This is an optimization exercise on Yosys and OpenROAD, whose aim is small area, a short achievable clock period and few clock cycles per item, not a production implementation. In this exercise RTL edits were held to simulation tests only and were not proved equivalent to the original. Power figures rest on the tool's default switching activity, not on a simulated workload.

$ cat design/flow/flow/run.sh
#!/bin/bash
# the standard layout, with plain buffers (not delay cells) on the ports
bash standard.sh "BUFFER_PORTS_ARGS=-buffer_cell sky130_fd_sc_hd__buf_2" finish > standard.log 2>&1
$ cat design/flow/standard.sh
#!/bin/bash
# synth_recipe.tcl (not shown) runs the flow's synth.tcl, then flattens the netlist and writes it again
# the make line also repeats each setting of config.mk as NAME=value (left out here)
make -C /OpenROAD-flow-scripts/flow DESIGN_CONFIG=/design/flow/config.mk WORK_HOME=/design/flow/orfs CLKGATE_MAP_FILE= SYNTH_SCRIPT=/design/flow/synth_recipe.tcl "${@:-finish}"
$ cat design/flow/config.mk
export PLATFORM = sky130hd
export DESIGN_NAME = pel_scaler_top
export DESIGN_NICKNAME = pel_scaler_top
export VERILOG_FILES = /design/flow/design.v
export SDC_FILE = /design/flow/constraint.sdc
export NUM_CORES = 4
export LEC_CHECK = 0
export CAP_MARGIN = 20
export CORE_MARGIN = 2
export CORE_UTILIZATION = 40
export CTS_BUF_LIST = sky130_fd_sc_hd__clkbuf_4 sky130_fd_sc_hd__clkbuf_8
export CTS_CLUSTER_DIAMETER = 100
export CTS_CLUSTER_SIZE = 30
export SETUP_SLACK_MARGIN = 3.7
export SLEW_MARGIN = 20
export SYNTH_HIERARCHICAL = 1
$ cat design/flow/constraint.sdc
create_clock -name core_clock -period 8.0 [get_ports {clk}]
set_input_delay 1.6000 -clock core_clock [delete_from_list [all_inputs] [get_ports {clk}]]
set_output_delay 1.6000 -clock core_clock [all_outputs]
set_load 0.01 [all_outputs]
$ cat design/flow/design.v
package pel_pkg;
    localparam int PEL_WIDTH = 16;
    localparam int ACC_WIDTH = 32;
    typedef logic [PEL_WIDTH-1:0] pel_t;
    typedef logic [ACC_WIDTH-1:0] acc_t;
endpackage
package coef_pkg;
    localparam int COEF_WIDTH = 16;
    localparam int FRAC_BITS = 11;
    typedef logic [COEF_WIDTH-1:0] coef_t;
    localparam coef_t COEF_ONE = coef_t'(1 << FRAC_BITS);
endpackage
module scaler (
    input  logic          clk,
    input  logic          rst_n,
    input  logic          in_write,
    input  pel_pkg::pel_t in_din,
    output logic          in_full,
    input  logic [15:0]   coef,
    input  logic          out_read,
    output pel_pkg::pel_t out_dout,
    output logic          out_empty
);
    logic          v1, v2;
    pel_pkg::pel_t pel_d, pel_q;
    logic [7:0]    one_q, two_q, neg_q;
    logic          b15_q;
    logic [15:0]   s_d, c_d;
    logic [15:1]   t_d, g_d, t_q, g_q;
    logic          y0_d, y0_q, ci_d, ci_q;
    logic          go2, adv, acc;
    logic [16:0] cx;
    assign cx = {coef, 1'b0};
    always_ff @(posedge clk)
    begin
        for (int j = 0; j < 8; j++)
        begin
            one_q[j] <= cx[2*j+1] ^ cx[2*j];
            two_q[j] <= (cx[2*j+2] & ~cx[2*j+1] & ~cx[2*j])
                      | (~cx[2*j+2] & cx[2*j+1] & cx[2*j]);
            neg_q[j] <= cx[2*j+2];
        end
        b15_q <= coef[15];
    end
    assign go2     = ~v2 | out_read;
    assign adv     = v1 & go2;
    assign in_full = v1 & ~go2;
    assign acc     = in_write & ~in_full;
    lane_hold u_hold (
        .d   (in_din),
        .q   (pel_q),
        .v1  (v1),
        .v2  (v2),
        .rd  (out_read),
        .y   (pel_d)
    );
    mul_tree u_tree (
        .a    (pel_q),
        .one  (one_q),
        .two  (two_q),
        .neg  (neg_q),
        .b15  (b15_q),
        .s    (s_d),
        .c    (c_d)
    );
    assign t_d  = s_d[15:1] | c_d[15:1];
    assign g_d  = s_d[15:1] & c_d[15:1];
    assign y0_d = s_d[0] ^ c_d[0];
    assign ci_d = s_d[0] & c_d[0];
    always_ff @(posedge clk)
    begin
        pel_q <= pel_d;
        if (go2)
        begin
            t_q  <= t_d;
            g_q  <= g_d;
            y0_q <= y0_d;
            ci_q <= ci_d;
        end
    end
    always_ff @(posedge clk or negedge rst_n)
    begin
        if (!rst_n)
        begin
            v1 <= 1'b0;
            v2 <= 1'b0;
        end
        else
        begin
            v1 <= acc | (v1 & ~adv);
            if (go2)
                v2 <= v1;
        end
    end
    mul_cpa u_cpa (
        .t  (t_q),
        .g  (g_q),
        .ci (ci_q),
        .y  (out_dout[15:1])
    );
    assign out_dout[0] = y0_q;
    assign out_empty   = ~v2;
endmodule
module lane_hold (
    input  logic [15:0] d,
    input  logic [15:0] q,
    input  logic        v1,
    input  logic        v2,
    input  logic        rd,
    output logic [15:0] y
);
    assign y = (v1 & v2 & ~rd) ? q : d;
endmodule
module mul_tree (
    input  logic [15:0] a,
    input  logic [7:0]  one,
    input  logic [7:0]  two,
    input  logic [7:0]  neg,
    input  logic        b15,
    output logic [15:0] s,
    output logic [15:0] c
);
    logic pp_0_0;
    logic pp_0_1;
    logic pp_0_2;
    logic pp_0_3;
    logic pp_0_4;
    logic pp_0_5;
    logic pp_0_6;
    logic pp_0_7;
    logic pp_0_8;
    logic pp_0_9;
    logic pp_0_10;
    logic pp_0_11;
    logic pp_0_12;
    logic pp_0_13;
    logic pp_0_14;
    logic pp_0_15;
    logic pp_0_16;
    logic ns_0;
    logic pp_1_0;
    logic pp_1_1;
    logic pp_1_2;
    logic pp_1_3;
    logic pp_1_4;
    logic pp_1_5;
    logic pp_1_6;
    logic pp_1_7;
    logic pp_1_8;
    logic pp_1_9;
    logic pp_1_10;
    logic pp_1_11;
    logic pp_1_12;
    logic pp_1_13;
    logic pp_1_14;
    logic pp_1_15;
    logic pp_1_16;
    logic ns_1;
    logic pp_2_0;
    logic pp_2_1;
    logic pp_2_2;
    logic pp_2_3;
    logic pp_2_4;
    logic pp_2_5;
    logic pp_2_6;
    logic pp_2_7;
    logic pp_2_8;
    logic pp_2_9;
    logic pp_2_10;
    logic pp_2_11;
    logic pp_2_12;
    logic pp_2_13;
    logic pp_2_14;
    logic pp_2_15;
    logic pp_2_16;
    logic ns_2;
    logic pp_3_0;
    logic pp_3_1;
    logic pp_3_2;
    logic pp_3_3;
    logic pp_3_4;
    logic pp_3_5;
    logic pp_3_6;
    logic pp_3_7;
    logic pp_3_8;
    logic pp_3_9;
    logic pp_3_10;
    logic pp_3_11;
    logic pp_3_12;
    logic pp_3_13;
    logic pp_3_14;
    logic pp_3_15;
    logic pp_3_16;
    logic ns_3;
    logic pp_4_0;
    logic pp_4_1;
    logic pp_4_2;
    logic pp_4_3;
    logic pp_4_4;
    logic pp_4_5;
    logic pp_4_6;
    logic pp_4_7;
    logic pp_4_8;
    logic pp_4_9;
    logic pp_4_10;
    logic pp_4_11;
    logic pp_4_12;
    logic pp_4_13;
    logic pp_4_14;
    logic pp_4_15;
    logic pp_4_16;
    logic ns_4;
    logic pp_5_0;
    logic pp_5_1;
    logic pp_5_2;
    logic pp_5_3;
    logic pp_5_4;
    logic pp_5_5;
    logic pp_5_6;
    logic pp_5_7;
    logic pp_5_8;
    logic pp_5_9;
    logic pp_5_10;
    logic pp_5_11;
    logic pp_5_12;
    logic pp_5_13;
    logic pp_5_14;
    logic pp_5_15;
    logic pp_5_16;
    logic pp_6_0;
    logic pp_6_1;
    logic pp_6_2;
    logic pp_6_3;
    logic pp_6_4;
    logic pp_6_5;
    logic pp_6_6;
    logic pp_6_7;
    logic pp_6_8;
    logic pp_6_9;
    logic pp_6_10;
    logic pp_6_11;
    logic pp_6_12;
    logic pp_6_13;
    logic pp_6_14;
    logic pp_7_0;
    logic pp_7_1;
    logic pp_7_2;
    logic pp_7_3;
    logic pp_7_4;
    logic pp_7_5;
    logic pp_7_6;
    logic pp_7_7;
    logic pp_7_8;
    logic pp_7_9;
    logic pp_7_10;
    logic pp_7_11;
    logic pp_7_12;
    logic pp_8_0;
    logic pp_8_1;
    logic pp_8_2;
    logic pp_8_3;
    logic pp_8_4;
    logic pp_8_5;
    logic pp_8_6;
    logic pp_8_7;
    logic pp_8_8;
    logic pp_8_9;
    logic pp_8_10;
    logic nc_17;
    logic nc_18;
    logic nc_20;
    logic nc_22;
    logic nc_24;
    logic nc_26;
    logic hs_0;
    logic hc_0;
    logic hs_1;
    logic hc_1;
    logic fs_0;
    logic fc_0;
    logic hs_2;
    logic hc_2;
    logic fs_1;
    logic fc_1;
    logic hs_3;
    logic hc_3;
    logic fs_2;
    logic fc_2;
    logic fs_3;
    logic fc_3;
    logic hs_4;
    logic hc_4;
    logic fs_4;
    logic fc_4;
    logic fs_5;
    logic fc_5;
    logic hs_5;
    logic hc_5;
    logic fs_6;
    logic fc_6;
    logic fs_7;
    logic fc_7;
    logic fs_8;
    logic fc_8;
    logic hs_6;
    logic hc_6;
    logic fs_9;
    logic fc_9;
    logic fs_10;
    logic fc_10;
    logic fs_11;
    logic fc_11;
    logic hs_7;
    logic hc_7;
    logic fs_12;
    logic fc_12;
    logic fs_13;
    logic fc_13;
    logic fs_14;
    logic fc_14;
    logic fs_15;
    logic fc_15;
    logic hs_8;
    logic hc_8;
    logic lg_0;
    logic lt_0;
    logic lg_2;
    logic lt_2;
    logic lg_3;
    logic lt_3;
    logic lg_4;
    logic lt_4;
    logic lg_5;
    logic lt_5;
    logic lg_6;
    logic lt_6;
    logic lg_7;
    logic lt_7;
    logic lg_8;
    logic lt_8;
    logic lg_9;
    logic lt_9;
    logic lg_10;
    logic lt_10;
    logic lcg0;
    logic lcg1;
    logic lcg2;
    logic lct2;
    logic lcg3;
    logic lcg4;
    logic lct4;
    logic lcg5;
    logic lcg6;
    logic lct6;
    logic lcg7;
    logic lcg8;
    logic lct8;
    logic fs_16;
    logic fc_16;
    logic fs_17;
    logic fc_17;
    logic fs_18;
    logic fc_18;
    logic fs_19;
    logic fc_19;
    logic fs_21;
    logic fc_21;
    logic fs_22;
    logic fc_22;
    logic fs_23;
    logic fc_23;
    logic fs_24;
    logic fc_24;
    logic fs_25;
    logic fc_25;
    logic hc_9;
    logic fs_26;
    logic fc_26;
    logic fs_27;
    logic fc_27;
    logic fs_28;
    logic fc_28;
    logic fs_29;
    logic fc_29;
    logic fc_30;
    logic fs_31;
    logic fc_31;
    logic fs_32;
    logic fc_32;
    logic fs_33;
    logic fc_33;
    logic fs_34;
    logic fc_34;
    logic fs_35;
    logic fc_35;
    logic fs_36;
    logic fc_36;
    logic fs_37;
    logic fc_37;
    logic fs_38;
    logic fc_38;
    logic fs_39;
    logic fc_39;
    logic fs_40;
    logic fc_40;
    logic fs_41;
    logic fc_41;
    logic fs_42;
    logic fc_42;
    logic fs_43;
    logic fc_43;
    logic fs_44;
    logic fc_44;
    logic fs_45;
    logic fc_45;
    logic fs_46;
    logic fc_46;
    logic fs_47;
    logic fc_47;
    logic fs_48;
    logic fc_48;
    logic fs_50;
    logic fc_50;
    logic fs_51;
    logic fc_51;
    logic fs_52;
    logic fc_52;
    logic fs_53;
    logic fc_53;
    logic fs_54;
    logic fc_54;
    logic fs_55;
    logic fc_55;
    logic fs_57;
    logic fc_57;
    logic fs_58;
    logic fc_58;
    logic fs_59;
    logic fc_59;
    logic fs_60;
    logic fc_60;
    logic fs_61;
    logic fc_61;
    logic fs_62;
    logic fc_62;
    logic fs_64;
    logic fc_64;
    logic fs_65;
    logic fc_65;
    logic fs_66;
    logic fc_66;
    logic fs_67;
    logic fc_67;
    logic fs_68;
    logic fc_68;
    logic fs_69;
    logic fc_69;
    logic fs_71;
    logic fc_71;
    logic fs_72;
    logic fc_72;
    logic fs_73;
    logic fc_73;
    logic fs_74;
    logic fc_74;
    logic fs_75;
    logic fc_75;
    logic fs_77;
    logic fc_77;
    logic fs_78;
    logic fc_78;
    logic fs_79;
    logic fc_79;
    logic fs_80;
    logic fc_80;
    logic fs_81;
    logic fc_81;
    logic fs_83;
    logic fc_83;
    logic fs_84;
    logic fc_84;
    logic fs_85;
    logic fc_85;
    logic fs_86;
    logic fc_86;
    logic fs_88;
    logic fc_88;
    logic fs_89;
    logic fc_89;
    logic fs_90;
    logic fc_90;
    logic fs_91;
    logic fc_91;
    logic fs_93;
    logic fc_93;
    logic fs_94;
    logic fc_94;
    logic fs_95;
    logic fc_95;
    logic fs_97;
    logic fc_97;
    logic fs_98;
    logic fc_98;
    logic fs_99;
    logic fc_99;
    logic fs_101;
    logic fc_101;
    logic fs_102;
    logic fc_102;
    logic fc_103;
    assign pp_0_0 = ((one[0] & a[0])) ^ neg[0];
    assign pp_0_1 = ((one[0] & a[1]) | (two[0] & a[0])) ^ neg[0];
    assign pp_0_2 = ((one[0] & a[2]) | (two[0] & a[1])) ^ neg[0];
    assign pp_0_3 = ((one[0] & a[3]) | (two[0] & a[2])) ^ neg[0];
    assign pp_0_4 = ((one[0] & a[4]) | (two[0] & a[3])) ^ neg[0];
    assign pp_0_5 = ((one[0] & a[5]) | (two[0] & a[4])) ^ neg[0];
    assign pp_0_6 = ((one[0] & a[6]) | (two[0] & a[5])) ^ neg[0];
    assign pp_0_7 = ((one[0] & a[7]) | (two[0] & a[6])) ^ neg[0];
    assign pp_0_8 = ((one[0] & a[8]) | (two[0] & a[7])) ^ neg[0];
    assign pp_0_9 = ((one[0] & a[9]) | (two[0] & a[8])) ^ neg[0];
    assign pp_0_10 = ((one[0] & a[10]) | (two[0] & a[9])) ^ neg[0];
    assign pp_0_11 = ((one[0] & a[11]) | (two[0] & a[10])) ^ neg[0];
    assign pp_0_12 = ((one[0] & a[12]) | (two[0] & a[11])) ^ neg[0];
    assign pp_0_13 = ((one[0] & a[13]) | (two[0] & a[12])) ^ neg[0];
    assign pp_0_14 = ((one[0] & a[14]) | (two[0] & a[13])) ^ neg[0];
    assign pp_0_15 = ((one[0] & a[15]) | (two[0] & a[14])) ^ neg[0];
    assign pp_0_16 = ((two[0] & a[15])) ^ neg[0];
    assign ns_0 = ~neg[0];
    assign pp_1_0 = ((one[1] & a[0])) ^ neg[1];
    assign pp_1_1 = ((one[1] & a[1]) | (two[1] & a[0])) ^ neg[1];
    assign pp_1_2 = ((one[1] & a[2]) | (two[1] & a[1])) ^ neg[1];
    assign pp_1_3 = ((one[1] & a[3]) | (two[1] & a[2])) ^ neg[1];
    assign pp_1_4 = ((one[1] & a[4]) | (two[1] & a[3])) ^ neg[1];
    assign pp_1_5 = ((one[1] & a[5]) | (two[1] & a[4])) ^ neg[1];
    assign pp_1_6 = ((one[1] & a[6]) | (two[1] & a[5])) ^ neg[1];
    assign pp_1_7 = ((one[1] & a[7]) | (two[1] & a[6])) ^ neg[1];
    assign pp_1_8 = ((one[1] & a[8]) | (two[1] & a[7])) ^ neg[1];
    assign pp_1_9 = ((one[1] & a[9]) | (two[1] & a[8])) ^ neg[1];
    assign pp_1_10 = ((one[1] & a[10]) | (two[1] & a[9])) ^ neg[1];
    assign pp_1_11 = ((one[1] & a[11]) | (two[1] & a[10])) ^ neg[1];
    assign pp_1_12 = ((one[1] & a[12]) | (two[1] & a[11])) ^ neg[1];
    assign pp_1_13 = ((one[1] & a[13]) | (two[1] & a[12])) ^ neg[1];
    assign pp_1_14 = ((one[1] & a[14]) | (two[1] & a[13])) ^ neg[1];
    assign pp_1_15 = ((one[1] & a[15]) | (two[1] & a[14])) ^ neg[1];
    assign pp_1_16 = ((two[1] & a[15])) ^ neg[1];
    assign ns_1 = ~neg[1];
    assign pp_2_0 = ((one[2] & a[0])) ^ neg[2];
    assign pp_2_1 = ((one[2] & a[1]) | (two[2] & a[0])) ^ neg[2];
    assign pp_2_2 = ((one[2] & a[2]) | (two[2] & a[1])) ^ neg[2];
    assign pp_2_3 = ((one[2] & a[3]) | (two[2] & a[2])) ^ neg[2];
    assign pp_2_4 = ((one[2] & a[4]) | (two[2] & a[3])) ^ neg[2];
    assign pp_2_5 = ((one[2] & a[5]) | (two[2] & a[4])) ^ neg[2];
    assign pp_2_6 = ((one[2] & a[6]) | (two[2] & a[5])) ^ neg[2];
    assign pp_2_7 = ((one[2] & a[7]) | (two[2] & a[6])) ^ neg[2];
    assign pp_2_8 = ((one[2] & a[8]) | (two[2] & a[7])) ^ neg[2];
    assign pp_2_9 = ((one[2] & a[9]) | (two[2] & a[8])) ^ neg[2];
    assign pp_2_10 = ((one[2] & a[10]) | (two[2] & a[9])) ^ neg[2];
    assign pp_2_11 = ((one[2] & a[11]) | (two[2] & a[10])) ^ neg[2];
    assign pp_2_12 = ((one[2] & a[12]) | (two[2] & a[11])) ^ neg[2];
    assign pp_2_13 = ((one[2] & a[13]) | (two[2] & a[12])) ^ neg[2];
    assign pp_2_14 = ((one[2] & a[14]) | (two[2] & a[13])) ^ neg[2];
    assign pp_2_15 = ((one[2] & a[15]) | (two[2] & a[14])) ^ neg[2];
    assign pp_2_16 = ((two[2] & a[15])) ^ neg[2];
    assign ns_2 = ~neg[2];
    assign pp_3_0 = ((one[3] & a[0])) ^ neg[3];
    assign pp_3_1 = ((one[3] & a[1]) | (two[3] & a[0])) ^ neg[3];
    assign pp_3_2 = ((one[3] & a[2]) | (two[3] & a[1])) ^ neg[3];
    assign pp_3_3 = ((one[3] & a[3]) | (two[3] & a[2])) ^ neg[3];
    assign pp_3_4 = ((one[3] & a[4]) | (two[3] & a[3])) ^ neg[3];
    assign pp_3_5 = ((one[3] & a[5]) | (two[3] & a[4])) ^ neg[3];
    assign pp_3_6 = ((one[3] & a[6]) | (two[3] & a[5])) ^ neg[3];
    assign pp_3_7 = ((one[3] & a[7]) | (two[3] & a[6])) ^ neg[3];
    assign pp_3_8 = ((one[3] & a[8]) | (two[3] & a[7])) ^ neg[3];
    assign pp_3_9 = ((one[3] & a[9]) | (two[3] & a[8])) ^ neg[3];
    assign pp_3_10 = ((one[3] & a[10]) | (two[3] & a[9])) ^ neg[3];
    assign pp_3_11 = ((one[3] & a[11]) | (two[3] & a[10])) ^ neg[3];
    assign pp_3_12 = ((one[3] & a[12]) | (two[3] & a[11])) ^ neg[3];
    assign pp_3_13 = ((one[3] & a[13]) | (two[3] & a[12])) ^ neg[3];
    assign pp_3_14 = ((one[3] & a[14]) | (two[3] & a[13])) ^ neg[3];
    assign pp_3_15 = ((one[3] & a[15]) | (two[3] & a[14])) ^ neg[3];
    assign pp_3_16 = ((two[3] & a[15])) ^ neg[3];
    assign ns_3 = ~neg[3];
    assign pp_4_0 = ((one[4] & a[0])) ^ neg[4];
    assign pp_4_1 = ((one[4] & a[1]) | (two[4] & a[0])) ^ neg[4];
    assign pp_4_2 = ((one[4] & a[2]) | (two[4] & a[1])) ^ neg[4];
    assign pp_4_3 = ((one[4] & a[3]) | (two[4] & a[2])) ^ neg[4];
    assign pp_4_4 = ((one[4] & a[4]) | (two[4] & a[3])) ^ neg[4];
    assign pp_4_5 = ((one[4] & a[5]) | (two[4] & a[4])) ^ neg[4];
    assign pp_4_6 = ((one[4] & a[6]) | (two[4] & a[5])) ^ neg[4];
    assign pp_4_7 = ((one[4] & a[7]) | (two[4] & a[6])) ^ neg[4];
    assign pp_4_8 = ((one[4] & a[8]) | (two[4] & a[7])) ^ neg[4];
    assign pp_4_9 = ((one[4] & a[9]) | (two[4] & a[8])) ^ neg[4];
    assign pp_4_10 = ((one[4] & a[10]) | (two[4] & a[9])) ^ neg[4];
    assign pp_4_11 = ((one[4] & a[11]) | (two[4] & a[10])) ^ neg[4];
    assign pp_4_12 = ((one[4] & a[12]) | (two[4] & a[11])) ^ neg[4];
    assign pp_4_13 = ((one[4] & a[13]) | (two[4] & a[12])) ^ neg[4];
    assign pp_4_14 = ((one[4] & a[14]) | (two[4] & a[13])) ^ neg[4];
    assign pp_4_15 = ((one[4] & a[15]) | (two[4] & a[14])) ^ neg[4];
    assign pp_4_16 = ((two[4] & a[15])) ^ neg[4];
    assign ns_4 = ~neg[4];
    assign pp_5_0 = ((one[5] & a[0])) ^ neg[5];
    assign pp_5_1 = ((one[5] & a[1]) | (two[5] & a[0])) ^ neg[5];
    assign pp_5_2 = ((one[5] & a[2]) | (two[5] & a[1])) ^ neg[5];
    assign pp_5_3 = ((one[5] & a[3]) | (two[5] & a[2])) ^ neg[5];
    assign pp_5_4 = ((one[5] & a[4]) | (two[5] & a[3])) ^ neg[5];
    assign pp_5_5 = ((one[5] & a[5]) | (two[5] & a[4])) ^ neg[5];
    assign pp_5_6 = ((one[5] & a[6]) | (two[5] & a[5])) ^ neg[5];
    assign pp_5_7 = ((one[5] & a[7]) | (two[5] & a[6])) ^ neg[5];
    assign pp_5_8 = ((one[5] & a[8]) | (two[5] & a[7])) ^ neg[5];
    assign pp_5_9 = ((one[5] & a[9]) | (two[5] & a[8])) ^ neg[5];
    assign pp_5_10 = ((one[5] & a[10]) | (two[5] & a[9])) ^ neg[5];
    assign pp_5_11 = ((one[5] & a[11]) | (two[5] & a[10])) ^ neg[5];
    assign pp_5_12 = ((one[5] & a[12]) | (two[5] & a[11])) ^ neg[5];
    assign pp_5_13 = ((one[5] & a[13]) | (two[5] & a[12])) ^ neg[5];
    assign pp_5_14 = ((one[5] & a[14]) | (two[5] & a[13])) ^ neg[5];
    assign pp_5_15 = ((one[5] & a[15]) | (two[5] & a[14])) ^ neg[5];
    assign pp_5_16 = ((two[5] & a[15])) ^ neg[5];
    assign pp_6_0 = ((one[6] & a[0])) ^ neg[6];
    assign pp_6_1 = ((one[6] & a[1]) | (two[6] & a[0])) ^ neg[6];
    assign pp_6_2 = ((one[6] & a[2]) | (two[6] & a[1])) ^ neg[6];
    assign pp_6_3 = ((one[6] & a[3]) | (two[6] & a[2])) ^ neg[6];
    assign pp_6_4 = ((one[6] & a[4]) | (two[6] & a[3])) ^ neg[6];
    assign pp_6_5 = ((one[6] & a[5]) | (two[6] & a[4])) ^ neg[6];
    assign pp_6_6 = ((one[6] & a[6]) | (two[6] & a[5])) ^ neg[6];
    assign pp_6_7 = ((one[6] & a[7]) | (two[6] & a[6])) ^ neg[6];
    assign pp_6_8 = ((one[6] & a[8]) | (two[6] & a[7])) ^ neg[6];
    assign pp_6_9 = ((one[6] & a[9]) | (two[6] & a[8])) ^ neg[6];
    assign pp_6_10 = ((one[6] & a[10]) | (two[6] & a[9])) ^ neg[6];
    assign pp_6_11 = ((one[6] & a[11]) | (two[6] & a[10])) ^ neg[6];
    assign pp_6_12 = ((one[6] & a[12]) | (two[6] & a[11])) ^ neg[6];
    assign pp_6_13 = ((one[6] & a[13]) | (two[6] & a[12])) ^ neg[6];
    assign pp_6_14 = ((one[6] & a[14]) | (two[6] & a[13])) ^ neg[6];
    assign pp_7_0 = ((one[7] & a[0])) ^ neg[7];
    assign pp_7_1 = ((one[7] & a[1]) | (two[7] & a[0])) ^ neg[7];
    assign pp_7_2 = ((one[7] & a[2]) | (two[7] & a[1])) ^ neg[7];
    assign pp_7_3 = ((one[7] & a[3]) | (two[7] & a[2])) ^ neg[7];
    assign pp_7_4 = ((one[7] & a[4]) | (two[7] & a[3])) ^ neg[7];
    assign pp_7_5 = ((one[7] & a[5]) | (two[7] & a[4])) ^ neg[7];
    assign pp_7_6 = ((one[7] & a[6]) | (two[7] & a[5])) ^ neg[7];
    assign pp_7_7 = ((one[7] & a[7]) | (two[7] & a[6])) ^ neg[7];
    assign pp_7_8 = ((one[7] & a[8]) | (two[7] & a[7])) ^ neg[7];
    assign pp_7_9 = ((one[7] & a[9]) | (two[7] & a[8])) ^ neg[7];
    assign pp_7_10 = ((one[7] & a[10]) | (two[7] & a[9])) ^ neg[7];
    assign pp_7_11 = ((one[7] & a[11]) | (two[7] & a[10])) ^ neg[7];
    assign pp_7_12 = ((one[7] & a[12]) | (two[7] & a[11])) ^ neg[7];
    assign pp_8_0 = b15 & a[0];
    assign pp_8_1 = b15 & a[1];
    assign pp_8_2 = b15 & a[2];
    assign pp_8_3 = b15 & a[3];
    assign pp_8_4 = b15 & a[4];
    assign pp_8_5 = b15 & a[5];
    assign pp_8_6 = b15 & a[6];
    assign pp_8_7 = b15 & a[7];
    assign pp_8_8 = b15 & a[8];
    assign pp_8_9 = b15 & a[9];
    assign pp_8_10 = b15 & a[10];
    assign nc_17 = ~ns_0;
    assign nc_18 = ~ns_0;
    assign nc_20 = ~pp_8_4;
    assign nc_22 = ~pp_8_6;
    assign nc_24 = ~pp_8_8;
    assign nc_26 = ~pp_8_10;
    mul_ha u_hs_0 (.a(neg[1]), .b(pp_0_2), .s(hs_0), .c(hc_0));
    mul_ha u_hs_1 (.a(pp_0_3), .b(pp_1_1), .s(hs_1), .c(hc_1));
    mul_fa u_fs_0 (.a(neg[2]), .b(pp_0_4), .ci(pp_1_2), .s(fs_0), .co(fc_0));
    mul_ha u_hs_2 (.a(pp_2_0), .b(hc_1), .s(hs_2), .c(hc_2));
    mul_fa u_fs_1 (.a(pp_0_5), .b(pp_1_3), .ci(pp_2_1), .s(fs_1), .co(fc_1));
    mul_ha u_hs_3 (.a(hc_2), .b(fc_0), .s(hs_3), .c(hc_3));
    mul_fa u_fs_2 (.a(neg[3]), .b(pp_0_6), .ci(pp_1_4), .s(fs_2), .co(fc_2));
    mul_fa u_fs_3 (.a(pp_2_2), .b(pp_3_0), .ci(fc_1), .s(fs_3), .co(fc_3));
    mul_ha u_hs_4 (.a(fs_2), .b(hc_3), .s(hs_4), .c(hc_4));
    mul_fa u_fs_4 (.a(pp_0_7), .b(pp_1_5), .ci(pp_2_3), .s(fs_4), .co(fc_4));
    mul_fa u_fs_5 (.a(pp_3_1), .b(fc_2), .ci(fs_4), .s(fs_5), .co(fc_5));
    mul_ha u_hs_5 (.a(fc_3), .b(hc_4), .s(hs_5), .c(hc_5));
    mul_fa u_fs_6 (.a(neg[4]), .b(pp_0_8), .ci(pp_1_6), .s(fs_6), .co(fc_6));
    mul_fa u_fs_7 (.a(pp_2_4), .b(pp_3_2), .ci(pp_4_0), .s(fs_7), .co(fc_7));
    mul_fa u_fs_8 (.a(fc_4), .b(fs_6), .ci(fs_7), .s(fs_8), .co(fc_8));
    mul_ha u_hs_6 (.a(fc_5), .b(hc_5), .s(hs_6), .c(hc_6));
    mul_fa u_fs_9 (.a(pp_0_9), .b(pp_1_7), .ci(pp_2_5), .s(fs_9), .co(fc_9));
    mul_fa u_fs_10 (.a(pp_3_3), .b(pp_4_1), .ci(fc_6), .s(fs_10), .co(fc_10));
    mul_fa u_fs_11 (.a(fc_7), .b(fs_9), .ci(fc_8), .s(fs_11), .co(fc_11));
    mul_ha u_hs_7 (.a(fs_10), .b(hc_6), .s(hs_7), .c(hc_7));
    mul_fa u_fs_12 (.a(neg[5]), .b(pp_0_10), .ci(pp_1_8), .s(fs_12), .co(fc_12));
    mul_fa u_fs_13 (.a(pp_2_6), .b(pp_3_4), .ci(pp_4_2), .s(fs_13), .co(fc_13));
    mul_fa u_fs_14 (.a(pp_5_0), .b(fc_9), .ci(fs_12), .s(fs_14), .co(fc_14));
    mul_fa u_fs_15 (.a(fs_13), .b(fc_10), .ci(fs_14), .s(fs_15), .co(fc_15));
    mul_ha u_hs_8 (.a(fc_11), .b(hc_7), .s(hs_8), .c(hc_8));
    assign lg_0 = neg[0] & pp_0_0;
    assign lt_0 = neg[0] | pp_0_0;
    assign lg_2 = pp_1_0 & hs_0;
    assign lt_2 = pp_1_0 | hs_0;
    assign lg_3 = hc_0 & hs_1;
    assign lt_3 = hc_0 | hs_1;
    assign lg_4 = fs_0 & hs_2;
    assign lt_4 = fs_0 | hs_2;
    assign lg_5 = fs_1 & hs_3;
    assign lt_5 = fs_1 | hs_3;
    assign lg_6 = fs_3 & hs_4;
    assign lt_6 = fs_3 | hs_4;
    assign lg_7 = fs_5 & hs_5;
    assign lt_7 = fs_5 | hs_5;
    assign lg_8 = fs_8 & hs_6;
    assign lt_8 = fs_8 | hs_6;
    assign lg_9 = fs_11 & hs_7;
    assign lt_9 = fs_11 | hs_7;
    assign lg_10 = fs_15 & hs_8;
    assign lt_10 = fs_15 | hs_8;
    assign lcg0 = 1'b0 | (pp_0_1 & lg_0);
    assign lcg1 = lg_2 | (lt_2 & lcg0);
    assign lcg2 = lg_4 | (lt_4 & lg_3);
    assign lct2 = lt_4 & lt_3;
    assign lcg3 = lcg2 | (lct2 & lcg1);
    assign lcg4 = lg_6 | (lt_6 & lg_5);
    assign lct4 = lt_6 & lt_5;
    assign lcg5 = lcg4 | (lct4 & lcg3);
    assign lcg6 = lg_8 | (lt_8 & lg_7);
    assign lct6 = lt_8 & lt_7;
    assign lcg7 = lcg6 | (lct6 & lcg5);
    assign lcg8 = lg_10 | (lt_10 & lg_9);
    assign lct8 = lt_10 & lt_9;
    assign c[0] = lcg8 | (lct8 & lcg7);
    mul_fa u_fs_16 (.a(pp_0_11), .b(pp_1_9), .ci(pp_2_7), .s(fs_16), .co(fc_16));
    mul_fa u_fs_17 (.a(pp_3_5), .b(pp_4_3), .ci(pp_5_1), .s(fs_17), .co(fc_17));
    mul_fa u_fs_18 (.a(fc_12), .b(fc_13), .ci(fs_16), .s(fs_18), .co(fc_18));
    mul_fa u_fs_19 (.a(fs_17), .b(fc_14), .ci(fs_18), .s(fs_19), .co(fc_19));
    mul_fa u_fs_20 (.a(fc_15), .b(fs_19), .ci(hc_8), .s(s[0]), .co(c[1]));
    mul_fa u_fs_21 (.a(neg[6]), .b(pp_0_12), .ci(pp_1_10), .s(fs_21), .co(fc_21));
    mul_fa u_fs_22 (.a(pp_2_8), .b(pp_3_6), .ci(pp_4_4), .s(fs_22), .co(fc_22));
    mul_fa u_fs_23 (.a(pp_5_2), .b(pp_6_0), .ci(fc_16), .s(fs_23), .co(fc_23));
    mul_fa u_fs_24 (.a(fc_17), .b(fs_21), .ci(fs_22), .s(fs_24), .co(fc_24));
    mul_fa u_fs_25 (.a(fc_18), .b(fs_23), .ci(fs_24), .s(fs_25), .co(fc_25));
    mul_ha u_hs_9 (.a(fc_19), .b(fs_25), .s(s[1]), .c(hc_9));
    mul_fa u_fs_26 (.a(pp_0_13), .b(pp_1_11), .ci(pp_2_9), .s(fs_26), .co(fc_26));
    mul_fa u_fs_27 (.a(pp_3_7), .b(pp_4_5), .ci(pp_5_3), .s(fs_27), .co(fc_27));
    mul_fa u_fs_28 (.a(pp_6_1), .b(fc_21), .ci(fc_22), .s(fs_28), .co(fc_28));
    mul_fa u_fs_29 (.a(fs_26), .b(fs_27), .ci(fc_23), .s(fs_29), .co(fc_29));
    mul_fa u_fs_30 (.a(fc_24), .b(fs_28), .ci(fs_29), .s(s[2]), .co(fc_30));
    mul_ha u_hs_10 (.a(fc_25), .b(hc_9), .s(c[2]), .c(s[3]));
    mul_fa u_fs_31 (.a(neg[7]), .b(pp_0_14), .ci(pp_1_12), .s(fs_31), .co(fc_31));
    mul_fa u_fs_32 (.a(pp_2_10), .b(pp_3_8), .ci(pp_4_6), .s(fs_32), .co(fc_32));
    mul_fa u_fs_33 (.a(pp_5_4), .b(pp_6_2), .ci(pp_7_0), .s(fs_33), .co(fc_33));
    mul_fa u_fs_34 (.a(fc_26), .b(fc_27), .ci(fs_31), .s(fs_34), .co(fc_34));
    mul_fa u_fs_35 (.a(fs_32), .b(fs_33), .ci(fc_28), .s(fs_35), .co(fc_35));
    mul_fa u_fs_36 (.a(fs_34), .b(fc_29), .ci(fs_35), .s(fs_36), .co(fc_36));
    mul_ha u_hs_11 (.a(fc_30), .b(fs_36), .s(c[3]), .c(s[4]));
    mul_fa u_fs_37 (.a(pp_0_15), .b(pp_1_13), .ci(pp_2_11), .s(fs_37), .co(fc_37));
    mul_fa u_fs_38 (.a(pp_3_9), .b(pp_4_7), .ci(pp_5_5), .s(fs_38), .co(fc_38));
    mul_fa u_fs_39 (.a(pp_6_3), .b(pp_7_1), .ci(fc_31), .s(fs_39), .co(fc_39));
    mul_fa u_fs_40 (.a(fc_32), .b(fc_33), .ci(fs_37), .s(fs_40), .co(fc_40));
    mul_fa u_fs_41 (.a(fs_38), .b(fc_34), .ci(fs_39), .s(fs_41), .co(fc_41));
    mul_fa u_fs_42 (.a(fs_40), .b(fc_35), .ci(fs_41), .s(fs_42), .co(fc_42));
    mul_ha u_hs_12 (.a(fc_36), .b(fs_42), .s(c[4]), .c(s[5]));
    mul_fa u_fs_43 (.a(pp_8_0), .b(pp_0_16), .ci(pp_1_14), .s(fs_43), .co(fc_43));
    mul_fa u_fs_44 (.a(pp_2_12), .b(pp_3_10), .ci(pp_4_8), .s(fs_44), .co(fc_44));
    mul_fa u_fs_45 (.a(pp_5_6), .b(pp_6_4), .ci(pp_7_2), .s(fs_45), .co(fc_45));
    mul_fa u_fs_46 (.a(fc_37), .b(fc_38), .ci(fs_43), .s(fs_46), .co(fc_46));
    mul_fa u_fs_47 (.a(fs_44), .b(fs_45), .ci(fc_39), .s(fs_47), .co(fc_47));
    mul_fa u_fs_48 (.a(fc_40), .b(fs_46), .ci(fc_41), .s(fs_48), .co(fc_48));
    mul_fa u_fs_49 (.a(fs_47), .b(fc_42), .ci(fs_48), .s(c[5]), .co(s[6]));
    mul_fa u_fs_50 (.a(nc_17), .b(pp_8_1), .ci(pp_1_15), .s(fs_50), .co(fc_50));
    mul_fa u_fs_51 (.a(pp_2_13), .b(pp_3_11), .ci(pp_4_9), .s(fs_51), .co(fc_51));
    mul_fa u_fs_52 (.a(pp_5_7), .b(pp_6_5), .ci(pp_7_3), .s(fs_52), .co(fc_52));
    mul_fa u_fs_53 (.a(fc_43), .b(fc_44), .ci(fc_45), .s(fs_53), .co(fc_53));
    mul_fa u_fs_54 (.a(fs_50), .b(fs_51), .ci(fs_52), .s(fs_54), .co(fc_54));
    mul_fa u_fs_55 (.a(fc_46), .b(fs_53), .ci(fs_54), .s(fs_55), .co(fc_55));
    mul_fa u_fs_56 (.a(fc_47), .b(fs_55), .ci(fc_48), .s(c[6]), .co(c[7]));
    mul_fa u_fs_57 (.a(nc_18), .b(pp_8_2), .ci(pp_1_16), .s(fs_57), .co(fc_57));
    mul_fa u_fs_58 (.a(pp_2_14), .b(pp_3_12), .ci(pp_4_10), .s(fs_58), .co(fc_58));
    mul_fa u_fs_59 (.a(pp_5_8), .b(pp_6_6), .ci(pp_7_4), .s(fs_59), .co(fc_59));
    mul_fa u_fs_60 (.a(fc_50), .b(fc_51), .ci(fc_52), .s(fs_60), .co(fc_60));
    mul_fa u_fs_61 (.a(fs_57), .b(fs_58), .ci(fs_59), .s(fs_61), .co(fc_61));
    mul_fa u_fs_62 (.a(fc_53), .b(fc_54), .ci(fs_60), .s(fs_62), .co(fc_62));
    mul_fa u_fs_63 (.a(fs_61), .b(fc_55), .ci(fs_62), .s(s[7]), .co(s[8]));
    mul_fa u_fs_64 (.a(ns_1), .b(ns_0), .ci(pp_8_3), .s(fs_64), .co(fc_64));
    mul_fa u_fs_65 (.a(pp_2_15), .b(pp_3_13), .ci(pp_4_11), .s(fs_65), .co(fc_65));
    mul_fa u_fs_66 (.a(pp_5_9), .b(pp_6_7), .ci(pp_7_5), .s(fs_66), .co(fc_66));
    mul_fa u_fs_67 (.a(fs_64), .b(fc_57), .ci(fc_58), .s(fs_67), .co(fc_67));
    mul_fa u_fs_68 (.a(fc_59), .b(fs_65), .ci(fs_66), .s(fs_68), .co(fc_68));
    mul_fa u_fs_69 (.a(fc_60), .b(fc_61), .ci(fs_67), .s(fs_69), .co(fc_69));
    mul_fa u_fs_70 (.a(fs_68), .b(fc_62), .ci(fs_69), .s(c[8]), .co(s[9]));
    mul_fa u_fs_71 (.a(nc_20), .b(pp_2_16), .ci(pp_3_14), .s(fs_71), .co(fc_71));
    mul_fa u_fs_72 (.a(pp_4_12), .b(pp_5_10), .ci(pp_6_8), .s(fs_72), .co(fc_72));
    mul_fa u_fs_73 (.a(pp_7_6), .b(fc_64), .ci(fc_65), .s(fs_73), .co(fc_73));
    mul_fa u_fs_74 (.a(fc_66), .b(fs_71), .ci(fs_72), .s(fs_74), .co(fc_74));
    mul_fa u_fs_75 (.a(fc_67), .b(fc_68), .ci(fs_73), .s(fs_75), .co(fc_75));
    mul_fa u_fs_76 (.a(fs_74), .b(fc_69), .ci(fs_75), .s(c[9]), .co(s[10]));
    mul_fa u_fs_77 (.a(ns_2), .b(pp_8_5), .ci(pp_8_4), .s(fs_77), .co(fc_77));
    mul_fa u_fs_78 (.a(pp_3_15), .b(pp_4_13), .ci(pp_5_11), .s(fs_78), .co(fc_78));
    mul_fa u_fs_79 (.a(pp_6_9), .b(pp_7_7), .ci(fs_77), .s(fs_79), .co(fc_79));
    mul_fa u_fs_80 (.a(fc_71), .b(fc_72), .ci(fs_78), .s(fs_80), .co(fc_80));
    mul_fa u_fs_81 (.a(fs_79), .b(fc_73), .ci(fc_74), .s(fs_81), .co(fc_81));
    mul_fa u_fs_82 (.a(fs_80), .b(fc_75), .ci(fs_81), .s(c[10]), .co(s[11]));
    mul_fa u_fs_83 (.a(nc_22), .b(pp_3_16), .ci(pp_4_14), .s(fs_83), .co(fc_83));
    mul_fa u_fs_84 (.a(pp_5_12), .b(pp_6_10), .ci(pp_7_8), .s(fs_84), .co(fc_84));
    mul_fa u_fs_85 (.a(fc_77), .b(fc_78), .ci(fs_83), .s(fs_85), .co(fc_85));
    mul_fa u_fs_86 (.a(fs_84), .b(fc_79), .ci(fc_80), .s(fs_86), .co(fc_86));
    mul_fa u_fs_87 (.a(fs_85), .b(fc_81), .ci(fs_86), .s(c[11]), .co(s[12]));
    mul_fa u_fs_88 (.a(ns_3), .b(pp_8_7), .ci(pp_8_6), .s(fs_88), .co(fc_88));
    mul_fa u_fs_89 (.a(pp_4_15), .b(pp_5_13), .ci(pp_6_11), .s(fs_89), .co(fc_89));
    mul_fa u_fs_90 (.a(pp_7_9), .b(fs_88), .ci(fc_83), .s(fs_90), .co(fc_90));
    mul_fa u_fs_91 (.a(fc_84), .b(fs_89), .ci(fc_85), .s(fs_91), .co(fc_91));
    mul_fa u_fs_92 (.a(fs_90), .b(fc_86), .ci(fs_91), .s(c[12]), .co(s[13]));
    mul_fa u_fs_93 (.a(nc_24), .b(pp_4_16), .ci(pp_5_14), .s(fs_93), .co(fc_93));
    mul_fa u_fs_94 (.a(pp_6_12), .b(pp_7_10), .ci(fc_88), .s(fs_94), .co(fc_94));
    mul_fa u_fs_95 (.a(fc_89), .b(fs_93), .ci(fs_94), .s(fs_95), .co(fc_95));
    mul_fa u_fs_96 (.a(fc_90), .b(fs_95), .ci(fc_91), .s(c[13]), .co(c[14]));
    mul_fa u_fs_97 (.a(ns_4), .b(pp_8_9), .ci(pp_8_8), .s(fs_97), .co(fc_97));
    mul_fa u_fs_98 (.a(pp_5_15), .b(pp_6_13), .ci(pp_7_11), .s(fs_98), .co(fc_98));
    mul_fa u_fs_99 (.a(fs_97), .b(fc_93), .ci(fs_98), .s(fs_99), .co(fc_99));
    mul_fa u_fs_100 (.a(fc_94), .b(fs_99), .ci(fc_95), .s(s[14]), .co(c[15]));
    mul_fa u_fs_101 (.a(nc_26), .b(pp_5_16), .ci(pp_6_14), .s(fs_101), .co(fc_101));
    mul_fa u_fs_102 (.a(pp_7_12), .b(fc_97), .ci(fc_98), .s(fs_102), .co(fc_102));
    mul_fa u_fs_103 (.a(fs_101), .b(fc_99), .ci(fs_102), .s(s[15]), .co(fc_103));
endmodule
module mul_fa (
    input  logic a,
    input  logic b,
    input  logic ci,
    output logic s,
    output logic co
);
    assign s  = a ^ b ^ ci;
    assign co = (a & b) | (ci & (a ^ b));
endmodule
module mul_ha (
    input  logic a,
    input  logic b,
    output logic s,
    output logic c
);
    assign s = a ^ b;
    assign c = a & b;
endmodule
module mul_cpa (
    input  logic [14:0] t,
    input  logic [14:0] g,
    input  logic        ci,
    output logic [14:0] y
);
    logic g0_1;
    assign g0_1 = g[0] | (t[0] & ci);
    logic g0_3;
    assign g0_3 = g[2] | (t[2] & g[1]);
    logic t0_3;
    assign t0_3 = t[2] & t[1];
    logic g0_5;
    assign g0_5 = g[4] | (t[4] & g[3]);
    logic t0_5;
    assign t0_5 = t[4] & t[3];
    logic g0_7;
    assign g0_7 = g[6] | (t[6] & g[5]);
    logic t0_7;
    assign t0_7 = t[6] & t[5];
    logic g0_9;
    assign g0_9 = g[8] | (t[8] & g[7]);
    logic t0_9;
    assign t0_9 = t[8] & t[7];
    logic g0_11;
    assign g0_11 = g[10] | (t[10] & g[9]);
    logic t0_11;
    assign t0_11 = t[10] & t[9];
    logic g0_13;
    assign g0_13 = g[12] | (t[12] & g[11]);
    logic t0_13;
    assign t0_13 = t[12] & t[11];
    logic g0_15;
    assign g0_15 = g[14] | (t[14] & g[13]);
    logic t0_15;
    assign t0_15 = t[14] & t[13];
    logic g1_2;
    assign g1_2 = g[1] | (t[1] & g0_1);
    logic g1_3;
    assign g1_3 = g0_3 | (t0_3 & g0_1);
    logic g1_6;
    assign g1_6 = g[5] | (t[5] & g0_5);
    logic t1_6;
    assign t1_6 = t[5] & t0_5;
    logic g1_7;
    assign g1_7 = g0_7 | (t0_7 & g0_5);
    logic t1_7;
    assign t1_7 = t0_7 & t0_5;
    logic g1_10;
    assign g1_10 = g[9] | (t[9] & g0_9);
    logic t1_10;
    assign t1_10 = t[9] & t0_9;
    logic g1_11;
    assign g1_11 = g0_11 | (t0_11 & g0_9);
    logic t1_11;
    assign t1_11 = t0_11 & t0_9;
    logic g1_14;
    assign g1_14 = g[13] | (t[13] & g0_13);
    logic t1_14;
    assign t1_14 = t[13] & t0_13;
    logic g1_15;
    assign g1_15 = g0_15 | (t0_15 & g0_13);
    logic t1_15;
    assign t1_15 = t0_15 & t0_13;
    logic g2_4;
    assign g2_4 = g[3] | (t[3] & g1_3);
    logic g2_5;
    assign g2_5 = g0_5 | (t0_5 & g1_3);
    logic g2_6;
    assign g2_6 = g1_6 | (t1_6 & g1_3);
    logic g2_7;
    assign g2_7 = g1_7 | (t1_7 & g1_3);
    logic g2_12;
    assign g2_12 = g[11] | (t[11] & g1_11);
    logic t2_12;
    assign t2_12 = t[11] & t1_11;
    logic g2_13;
    assign g2_13 = g0_13 | (t0_13 & g1_11);
    logic t2_13;
    assign t2_13 = t0_13 & t1_11;
    logic g2_14;
    assign g2_14 = g1_14 | (t1_14 & g1_11);
    logic t2_14;
    assign t2_14 = t1_14 & t1_11;
    logic g2_15;
    assign g2_15 = g1_15 | (t1_15 & g1_11);
    logic t2_15;
    assign t2_15 = t1_15 & t1_11;
    logic g3_8;
    assign g3_8 = g[7] | (t[7] & g2_7);
    logic g3_9;
    assign g3_9 = g0_9 | (t0_9 & g2_7);
    logic g3_10;
    assign g3_10 = g1_10 | (t1_10 & g2_7);
    logic g3_11;
    assign g3_11 = g1_11 | (t1_11 & g2_7);
    logic g3_12;
    assign g3_12 = g2_12 | (t2_12 & g2_7);
    logic g3_13;
    assign g3_13 = g2_13 | (t2_13 & g2_7);
    logic g3_14;
    assign g3_14 = g2_14 | (t2_14 & g2_7);
    logic g3_15;
    assign g3_15 = g2_15 | (t2_15 & g2_7);
    assign y[0] = (t[0] & ~g[0]) ^ ci;
    assign y[1] = (t[1] & ~g[1]) ^ g0_1;
    assign y[2] = (t[2] & ~g[2]) ^ g1_2;
    assign y[3] = (t[3] & ~g[3]) ^ g1_3;
    assign y[4] = (t[4] & ~g[4]) ^ g2_4;
    assign y[5] = (t[5] & ~g[5]) ^ g2_5;
    assign y[6] = (t[6] & ~g[6]) ^ g2_6;
    assign y[7] = (t[7] & ~g[7]) ^ g2_7;
    assign y[8] = (t[8] & ~g[8]) ^ g3_8;
    assign y[9] = (t[9] & ~g[9]) ^ g3_9;
    assign y[10] = (t[10] & ~g[10]) ^ g3_10;
    assign y[11] = (t[11] & ~g[11]) ^ g3_11;
    assign y[12] = (t[12] & ~g[12]) ^ g3_12;
    assign y[13] = (t[13] & ~g[13]) ^ g3_13;
    assign y[14] = (t[14] & ~g[14]) ^ g3_14;
endmodule
module pel_scaler_top #(
    parameter int FLUX  = 2,
    parameter int DEPTH = 4
) (
    input  logic                              clk,
    input  logic                              rst_n,
    input  logic            [FLUX-1:0]        in_write,
    input  pel_pkg::pel_t   [FLUX-1:0]        in_din,
    output logic            [FLUX-1:0]        in_full,
    input  coef_pkg::coef_t [FLUX-1:0]        coef,
    input  logic            [FLUX-1:0]        out_read,
    output pel_pkg::pel_t   [FLUX-1:0]        out_dout,
    output logic            [FLUX-1:0]        out_empty
);
    genvar f;
    generate
        for (f = 0; f < FLUX; f++)
        begin : g_lane
            scaler u_lane (
                .clk       (clk),
                .rst_n     (rst_n),
                .in_write  (in_write[f]),
                .in_din    (in_din[f]),
                .in_full   (in_full[f]),
                .coef      (coef[f]),
                .out_read  (out_read[f]),
                .out_dout  (out_dout[f]),
                .out_empty (out_empty[f])
            );
        end
    endgenerate
endmodule
==> impl_results.md, run 1 <==
- Largest net degree at the start of global routing: 34
- Number of synthesized register bits: 148
- Routed WL per cell: 19.04 µm
- Clk pin slew, worst setup/hold paths: 80 ps
- Simple-Gate Fraction of Synth Area: 0.08378
- Total grt overflow: 0
- Max clock buf depth: 2
- CP Max Fanout: 20
- Layout cells sized above 1: 0.1486
- Pins Over Slew Limit: 0
- Register-to-register setup slack: 3940 ps
- ANT cells: 0
- Period Utilization, post-route: 0.5071
- H-tree depth: 4
- Root buf cell: clkbuf_8
- Post-synthesis mux area share: 0.02761
- Post-CTS setup repair buffer count: 0
- Area after DPL: 0.01638 mm²
- Synth Area in Adders: 0.2863
- First-pass iteration count of the detailed router: 7
- Core Rows: 72
- Vias in the first global route: 11,220
- Setup_tns: 0 ps
- Die Wd: 202.6 µm
- Synth warn: 7
- Area growth syn-to-layout: 6.506%
- Post-synth top flop: dfxtp_1
- Hold Crit Class: reg2reg
- Pwr/cell area: 379.6 mW/mm²
- Number of fillers in the final layout: 3,676
- XOR/XNOR Fraction of Synth Area: 0.1644
- Sink Count: 148
- Post-DP HPWL: 27,700 µm
- Cells after Synth: 1,446
- Total Wirelength: 37,550 µm
- Initial DRC count: 1,054
- Clk latency of the worst-skew pair: 480 ps
- Final Hold Vio Count: 0
- Compound-cell area share of the yosys netlist: 0.1569
- Cts repair resizes: 0
- TritonCTS buffer count: 17
- Die area: 0.04103 mm²
- Unique masters post-synth: 49
- Syn Nets: 1,752
- Max VDD drop: 162.3 µV
- Final instance area: 0.01680 mm²
- Largest family of logic cells by synthesized area: adder cells
- Register area share after synthesis: 0.2298
- GRT Util Overall: 0.1884
- Crit path DAT: 4270 ps
- Least-Margin Pin Slew: 1088 ps
- HP Start: g_lane[0].u_lane.pel_q[10]$_DFF_P_
- Setup violators final: 0
- Crit path time final: 4057 ps
- RSZ-0062 raised after global routing: false
- Global-route wire length before repair: 61,270 µm
- Initial antenna violation count: 0
- Post-CTS Hold Fix Bufs: 0
- Final nets: 1,747
- Leak: 6.144 nW
- Reg2Reg Launch Point: g_lane[0].u_lane.neg_q[1]$_DFF_P_
- Area of the mapped netlist: 0.01577 mm²
- Ys async rst share: 0.02703
- Port bufs: 105
- FF-to-FF End: g_lane[0].u_lane.t_q[5]$_DFFE_PP_
- Final hold slack: 498.8 ps
- Pwr Total: 0.006376 W
- Max-cap viol count: 0
- Die height: 202.6 µm
- Core ar.: 0.03883 mm²
- Remaining DRCs: 0
- Most frequent cells in the layout: 282 x xnor2_1, 236 x a22oi_1, 208 x fa_1, 105 x buf_2, 78 x dfxtp_1
- Outcome: no timing/DRC/antenna violations
- Hold path depth: 1
- Via Count: 10,910
- Initial core utilization: 0.4062
- Reg2Reg Depth: 7
- CTS tree: done
- Post-Syn Area per Cell: 10.91 µm²
- Routed vias/inst: 5.532
- Number of flops mapped to enable cells by yosys: 64
- Most common cell after layout, fill and taps aside: xnor2_1
- Final ANT Viol Nets: 0
- Kind of critical path: reg2reg
- GP Congestion: 0.8922
- Fmax: 246.5 MHz
- Hold Crit Endpoint: g_lane[0].u_lane.pel_q[10]$_DFF_P_
- Worst Setup End Kind: flop
- Worst EP required: 8210 ps
- Io pins: 106
- Crit path launch type: flop
- Relative slew margins: 0.2737
- Clock Skew: 20.18 ps
[worst max-delay path, cell delays in order, from the launching register on]
cell	delay (ps)
dfxtp_1	1050
xnor2_1	220
fa_1	470
fa_1	450
fa_1	490
fa_1	410
fa_1	470
or2_1	230
[cells by family (layout without fill, tap and decap cells)]
kind of cell,Yosys count,in the layout
AOI/OAI and AO/OA,334,334
xor gates and xnor gates,296,296
adders and majority gates,236,236
and+or+nand+nor,226,226
buffers and inverters,174,182
DFF,148,148
muxes,32,32
[synthesized netlist by cell type (4+ instances only)]
| cell type | number | area share |
|---|---|---|
| xnor2_1 | 282 | 0.16 |
| a22oi_1 | 236 | 0.11 |
| fa_1 | 208 | 0.26 |
| buf_2 | 88 | 0.028 |
| dfxtp_1 | 80 | 0.10 |
| edfxtp_1 | 64 | 0.12 |
| clkbuf_1 | 52 | 0.012 |
| and2_1 | 44 | 0.017 |
| nand2_1 | 42 | 0.010 |
| or2_1 | 32 | 0.013 |
| nand2b_1 | 30 | 0.012 |
| ha_1 | 28 | 0.022 |
| a21oi_1 | 26 | 0.0083 |
| inv_1 | 24 | 0.0057 |
| mux2_4 | 20 | 0.019 |
| nor2_1 | 20 | 0.0048 |
| nor2b_1 | 20 | 0.0079 |
| o21ai_1 | 18 | 0.0057 |
| nand3b_1 | 14 | 0.0067 |
| xor2_1 | 14 | 0.0078 |
| mux2_2 | 12 | 0.0086 |
| o21ai_0 | 12 | 0.0038 |
| a31oi_1 | 8 | 0.0032 |
| o22ai_1 | 6 | 0.0024 |
| a21o_1 | 4 | 0.0019 |
| a21oi_2 | 4 | 0.0022 |
| and3b_1 | 4 | 0.0022 |
| buf_4 | 4 | 0.0019 |
| buf_6 | 4 | 0.0029 |
| dfrtp_1 | 4 | 0.0063 |
| nand3_1 | 4 | 0.0013 |
| nor3_1 | 4 | 0.0013 |
[worst max path at each step]
stage                                                  from                                 to  slack, ps  depth (start not counted)
final                     g_lane[0].u_lane.neg_q[1]$_DFF_P_  g_lane[0].u_lane.t_q[5]$_DFFE_PP_       3940                          7
after global routing      g_lane[0].u_lane.pel_q[2]$_DFF_P_    g_lane[0].u_lane.y0_q$_DFFE_PP_       3730                         13
after CTS                 g_lane[0].u_lane.neg_q[0]$_DFF_P_  g_lane[0].u_lane.t_q[5]$_DFFE_PP_       3810                          7
after detailed placement  g_lane[0].u_lane.neg_q[0]$_DFF_P_  g_lane[0].u_lane.t_q[5]$_DFFE_PP_       3840                          7
after global placement    g_lane[0].u_lane.neg_q[0]$_DFF_P_  g_lane[0].u_lane.t_q[5]$_DFFE_PP_       3880                          7
after floorplan           g_lane[0].u_lane.pel_q[6]$_DFF_P_  g_lane[0].u_lane.t_q[5]$_DFFE_PP_       4350                         10
[state kept, by name, summed over array words and instances (netlist names)]
| register | cells |
|---|---|
| g_lane.u_lane.v1 | 2 |
| g_lane.u_lane.g_q | 30 |
| g_lane.u_lane.t_q | 30 |
| g_lane.u_lane.ci_q | 2 |
| g_lane.u_lane.v2 | 2 |
| g_lane.u_lane.pel_q | 32 |
| g_lane.u_lane.one_q | 16 |
| g_lane.u_lane.y0_q | 2 |
| g_lane.u_lane.neg_q | 16 |
| g_lane.u_lane.two_q | 16 |
[through the flow]
stage                       util  setup WS [ps]  cells
after floorplan                -           4346   1446
after global placement    0.4220           3880   1940
after global routing      0.4326           3735   1972
after detailed placement  0.4220           3840   1940
final                     0.4326           3943   1972
after CTS                 0.4325           3813   1972
[metal layers]
| metal | up-vias | track usage | wire (µm) |
|---|---|---|---|
| li1 | 4953 | - | - |
| met2 | 399 | 0.3217 | 18760 |
| met4 | 0 | 0.05605 | 527 |
| met3 | 38 | 0.04414 | 2781 |
| met1 | 5520 | 0.2376 | 15480 |
| met5 | - | 0 | 0 |
[report_power, final]
part	switching, W	internal, W	total (W)
Clock	0.000311	0.000303	0.000613
Sequential	0.000292	0.00127	0.00156
Combinational	0.00209	0.00212	0.00420
Total	0.00269	0.00369	0.00638
[modules after synthesis (local to each module, per instance), excerpt]
module	cells inside	times used	flip-flops and latches
scaler	140	2	74
mul_cpa	74	2	0
mul_ha	1	26	0
mul_fa	1	208	0
lane_hold	18	2	0
mul_tree	374	2	0
[area by class of cell]
class / count / area, µm² / area share
clock inverter: 12 / 141.4 / 0.008418
clock buffer: 20 / 269.0 / 0.01602
multi-input combinational: 1124 / 11340 / 0.6751
sequential: 148 / 3626 / 0.2159
timing repair buffer: 126 / 683.2 / 0.04067
inverter: 24 / 90.09 / 0.005364
tap: 518 / 648.1 / 0.03859
Testbench counts, summed over its fixed seeds: cycles 8,016, items 16,000.
==> inputs of run 2 (changes only) <==
--- a/design/flow/config.mk
+++ b/design/flow/config.mk
@@ -11,6 +11,6 @@
 export CTS_BUF_LIST = sky130_fd_sc_hd__clkbuf_4 sky130_fd_sc_hd__clkbuf_8
 export CTS_CLUSTER_DIAMETER = 100
 export CTS_CLUSTER_SIZE = 30
-export SETUP_SLACK_MARGIN = 3.7
+export SETUP_SLACK_MARGIN = 4.5
 export SLEW_MARGIN = 20
 export SYNTH_HIERARCHICAL = 1
==> impl_results.md, run 2 <==
- Outcome: no timing/DRC/antenna violations
- Post-synth top flop: dfxtp_1
- P_int: 0.003942 W (+6.9%)
- Initial core utilization: 0.4062 (unchanged)
- Max FFs per register: 32 (unchanged)
- Via Count: 11,520 (+5.5%)
- Initial DRC count: 896 (-15%)
- Total Wirelength: 40,230 µm (+7.1%)
- Number of fillers in the final layout: 3,531 (-3.9%)
- Worst Setup End Kind: primary output
- Main area contributors after synthesis: fa_1 26%, xnor2_1 16%, edfxtp_1 12%
- Setup violators final: 0 (unchanged)
- Largest registers: g_lane.u_lane.pel_q: 32 flops, g_lane.u_lane.g_q: 30 flops, g_lane.u_lane.t_q: 30 flops
- Root buf cell: clkbuf_8
- Max-cap viol count: 0 (unchanged)
- Pins Over Slew Limit: 0 (unchanged)
- GP Congestion: 0.8471 (-5.1%)
- Met2 usage in global routing: 0.3316 (+0.009907)
- Register area share after synthesis: 0.2298 (unchanged)
- Pwr/cell area: 368.7 mW/mm² (-2.9%)
- Most used routing layer: met2
- Leak: 6.814 nW (+11%)
- Most area-hungry cell type in the Yosys netlist: fa_1
- Area growth syn-to-layout: 16.97%
- Largest net degree at the start of global routing: 34 (unchanged)
- Core ar.: 0.03883 mm² (unchanged)
- Least-Margin Pin Slew: 555.3 ps (-532.6 ps)
- GRT Util Overall: 0.1894 (+0.0009286)
- Hold Crit Class: reg2reg
- Kind of critical path: reg2out
- Period Utilization, post-route: 0.4734 (-0.03373)
- ANT cells: 0 (unchanged)
- First-pass iteration count of the detailed router: 7 (unchanged)
- Die area: 0.04103 mm² (unchanged)
- Core Rows: 72 (unchanged)
- Initial antenna violation count: 0 (unchanged)
- Biggest register: g_lane.u_lane.pel_q
- Ys async rst share: 0.02703 (unchanged)
- H-tree depth: 4 (unchanged)
- Io pins: 106 (unchanged)
- Cells after Synth: 1,446 (unchanged)
- Max VDD drop: 160.4 µV (-1.2%)
- Routed WL per cell: 19.36 µm (+1.7%)
- Final nets: 1,854 (+6.1%)
- Clk latency of the worst-skew pair: 500 ps (+20 ps)
- Global-route wire length before repair: 61,420 µm (+0.24%)
- Final instance area: 0.01845 mm² (+9.8%)
- Met3 Usage GRT: 0.03772 (-0.006421)
- Synth warn: 7 (unchanged)
- Count leader, synth: xnor2_1
- Crit path DAT: 2190 ps (-2080 ps)
- Number of synthesized register bits: 148 (unchanged)
- Met1 Usage GRT: 0.2390 (+0.001462)
- Total grt overflow: 0 (unchanged)
- Comb power frac: 0.678 (+0.019)
- Psw: 0.002860 W (+6.4%)
- Most frequent cells in the layout: 268 x xnor2_1, 203 x a22oi_1, 183 x fa_1, 105 x buf_4, 101 x buf_2
- TritonCTS buffer count: 17 (unchanged)
- Area after DPL: 0.01634 mm² (-0.26%)
- Die height: 202.6 µm (unchanged)
- Most common cell after layout, fill and taps aside: xnor2_1
- Clk network pwr share: 0.091 (-0.005)
- Area of the mapped netlist: 0.01577 mm² (unchanged)
- Clk pin slew, worst setup/hold paths: 80 ps (about the same)
- Max clock buf depth: 2 (unchanged)
- Crit path time final: 3787 ps (-269.8 ps)
- Layout cells sized above 1: 0.3122 (+0.1636)
- Crit path launch type: flop
- Routed vias/inst: 5.541 (+0.16%)
- Die Wd: 202.6 µm (unchanged)
- Sequential Power Share: 0.231 (-0.014)
- Top cells by count, synth: 282 x xnor2_1, 236 x a22oi_1, 208 x fa_1, 88 x buf_2, 80 x dfxtp_1
- Port bufs: 105 (unchanged)
- Post-DP HPWL: 27,340 µm (-1.3%)
- CP Max Fanout: 4 (-80%)
- Yosys top cell area share: 0.2640 (unchanged)
- Unique masters post-synth: 49 (unchanged)
- Post-CTS Hold Fix Bufs: 0 (unchanged)
- Fmax: 264.1 MHz (+7.1%)
- Syn Nets: 1,752 (unchanged)
- RSZ-0062 raised after global routing: true
- Vias in the first global route: 11,340 (+1.1%)
- Clock Skew: 18.90 ps (-1.280 ps)
- CTS tree: done
- Switching share of total power: 0.4205 (-0.001037)
- Final ANT Viol Nets: 0 (unchanged)
- Final Hold Vio Count: 0 (unchanged)
- Worst EP required: 6400 ps (-1810 ps)
- Relative slew margins: 0.6298 (+0.3561)
- Util after Layout: 0.4751 (+0.04250)
- Setup_tns: 0 ps (unchanged)
- Post-Syn Area per Cell: 10.91 µm² (unchanged)
- Remaining DRCs: 0 (unchanged)
- Sink Count: 148 (unchanged)
- Number of flops mapped to enable cells by yosys: 64 (unchanged)
## run 2: cell families after synthesis
group                      synth area share
muxes                               0.02761
xor gates and xnor gates             0.1644
DFF                                  0.2298
AOI/OAI and AO/OA                    0.1569
and+or+nand+nor                     0.08378
buffers and inverters               0.05125
adders and majority gates            0.2863
## run 2: final timing paths
check | depth (start not counted) | from | slack, ps | to
setup / recovery | 7 | g_lane[1].u_lane.ci_q$_DFFE_PP_ | 4210 | out_dout[31]
hold / removal | 1 | g_lane[0].u_lane.pel_q[8]$_DFF_P_ | 520 | g_lane[0].u_lane.pel_q[8]$_DFF_P_
setup reg to reg | 10 | g_lane[0].u_lane.pel_q[5]$_DFF_P_ | 4500 | g_lane[0].u_lane.t_q[2]$_DFFE_PP_
hold reg to reg | 1 | g_lane[0].u_lane.pel_q[8]$_DFF_P_ | 520 | g_lane[0].u_lane.pel_q[8]$_DFF_P_
max in group asynchronous | 1 | rst_n | 6980 | g_lane[1].u_lane.v1$_DFF_PN0_
min in group asynchronous | 1 | rst_n | 910 | g_lane[0].u_lane.v1$_DFF_PN0_
## run 2: cell type report
cell class / count / area [µm²] / area share
clock inverters: 13 / 147.6 / 0.008004
well taps: 518 / 648.1 / 0.03514
flip-flops and latches: 148 / 3857 / 0.2091
inverters: 24 / 90.09 / 0.004884
clock buffers: 18 / 241.5 / 0.01309
multi-input cells: 1124 / 11820 / 0.6407
repair buffers: 233 / 1643 / 0.08906
## run 2: stage by stage
step / hold slack (ps) / power (W) / worst slack (ps) / std cells
floorplan: 452.1 / 0.004762 / 4487 / 1446
global placement: 478.5 / 0.005767 / 3921 / 1931
detailed placement: 482.4 / 0.005882 / 3866 / 1931
CTS: 524.8 / 0.006635 / 4116 / 1974
global route: 535.6 / 0.007572 / 4033 / 2078
finish: 524.5 / 0.006802 / 4213 / 2078
## run 2: timing repair
item                                    4_1_cts  5_1_grt
pin swaps                                    22       73
endpoints found under the setup margin       82       48
setup buffers                                12      104
resized for setup                           146      114
## run 2: critical path, stage by stage, from the launching register on
cell and delay [ps]:
edfxtp_1 450, a21oi_4 230, o21ai_4 130, a32oi_4 270, o31ai_4 120, o31ai_2 220, xnor2_1 140, buf_2 140
## run 2: modules after synthesis, one instance, submodules excluded, a selection
module	copies in the design	cells
mul_cpa	2	74
mul_ha	26	1
lane_hold	2	18
scaler	2	140
mul_fa	208	1
mul_tree	2	374
## run 2: metal layers
metal  wire length, µm  vias to the layer above  part of all wire
li1                  -                     5174                 -
met1             16180                     5829              0.40
met2             20670                      454              0.51
met3              2725                       58             0.068
met4               648                        0             0.016
met5                 0                        -                 0
## run 2: power by group through the flow
| stage | registers, W | clock network [W] | logic (W) |
|---|---|---|---|
| final | 0.00157 | 0.000619 | 0.00461 |
| after global routing | 0.00161 | 0.000677 | 0.00529 |
| after CTS | 0.00159 | 0.000648 | 0.00439 |
| after detailed placement | 0.00161 | 0 | 0.00428 |
| after global placement | 0.00160 | 0 | 0.00417 |
| after floorplan | 0.00141 | 0 | 0.00336 |

==> port drivers added, routing unchanged <==
How much do the figures lean on ideal ports? The routed layouts below were timed once more, with nothing changed but the port constraints.
Step 1 assumes that a clkbuf_16 drives the clock port and a buf_2 every other input.
Step 2, shift: input delay + t, output delay - t, t = (earliest + latest rising clock arrival at the registers) / 2. This alone moves slack from input paths to output paths.
Three values: no drivers, after step 1, after step 2; two values: the first two.
run | t (ns) | setup WS [ns] | hold slack, ns | worst data-port slew with drivers (ns) | cell pins on the clock port's net
run 1 | 0.514 | 3.943 / 3.943 / 3.943 | 0.499 / 0.499 / 0.499 | 0.06 | 1
run 2 | 0.536 | 4.213 / 4.167 / 4.317 | 0.524 / 0.524 / 0.524 | 0.06 | 1
After both steps every run listed still meets setup and hold.
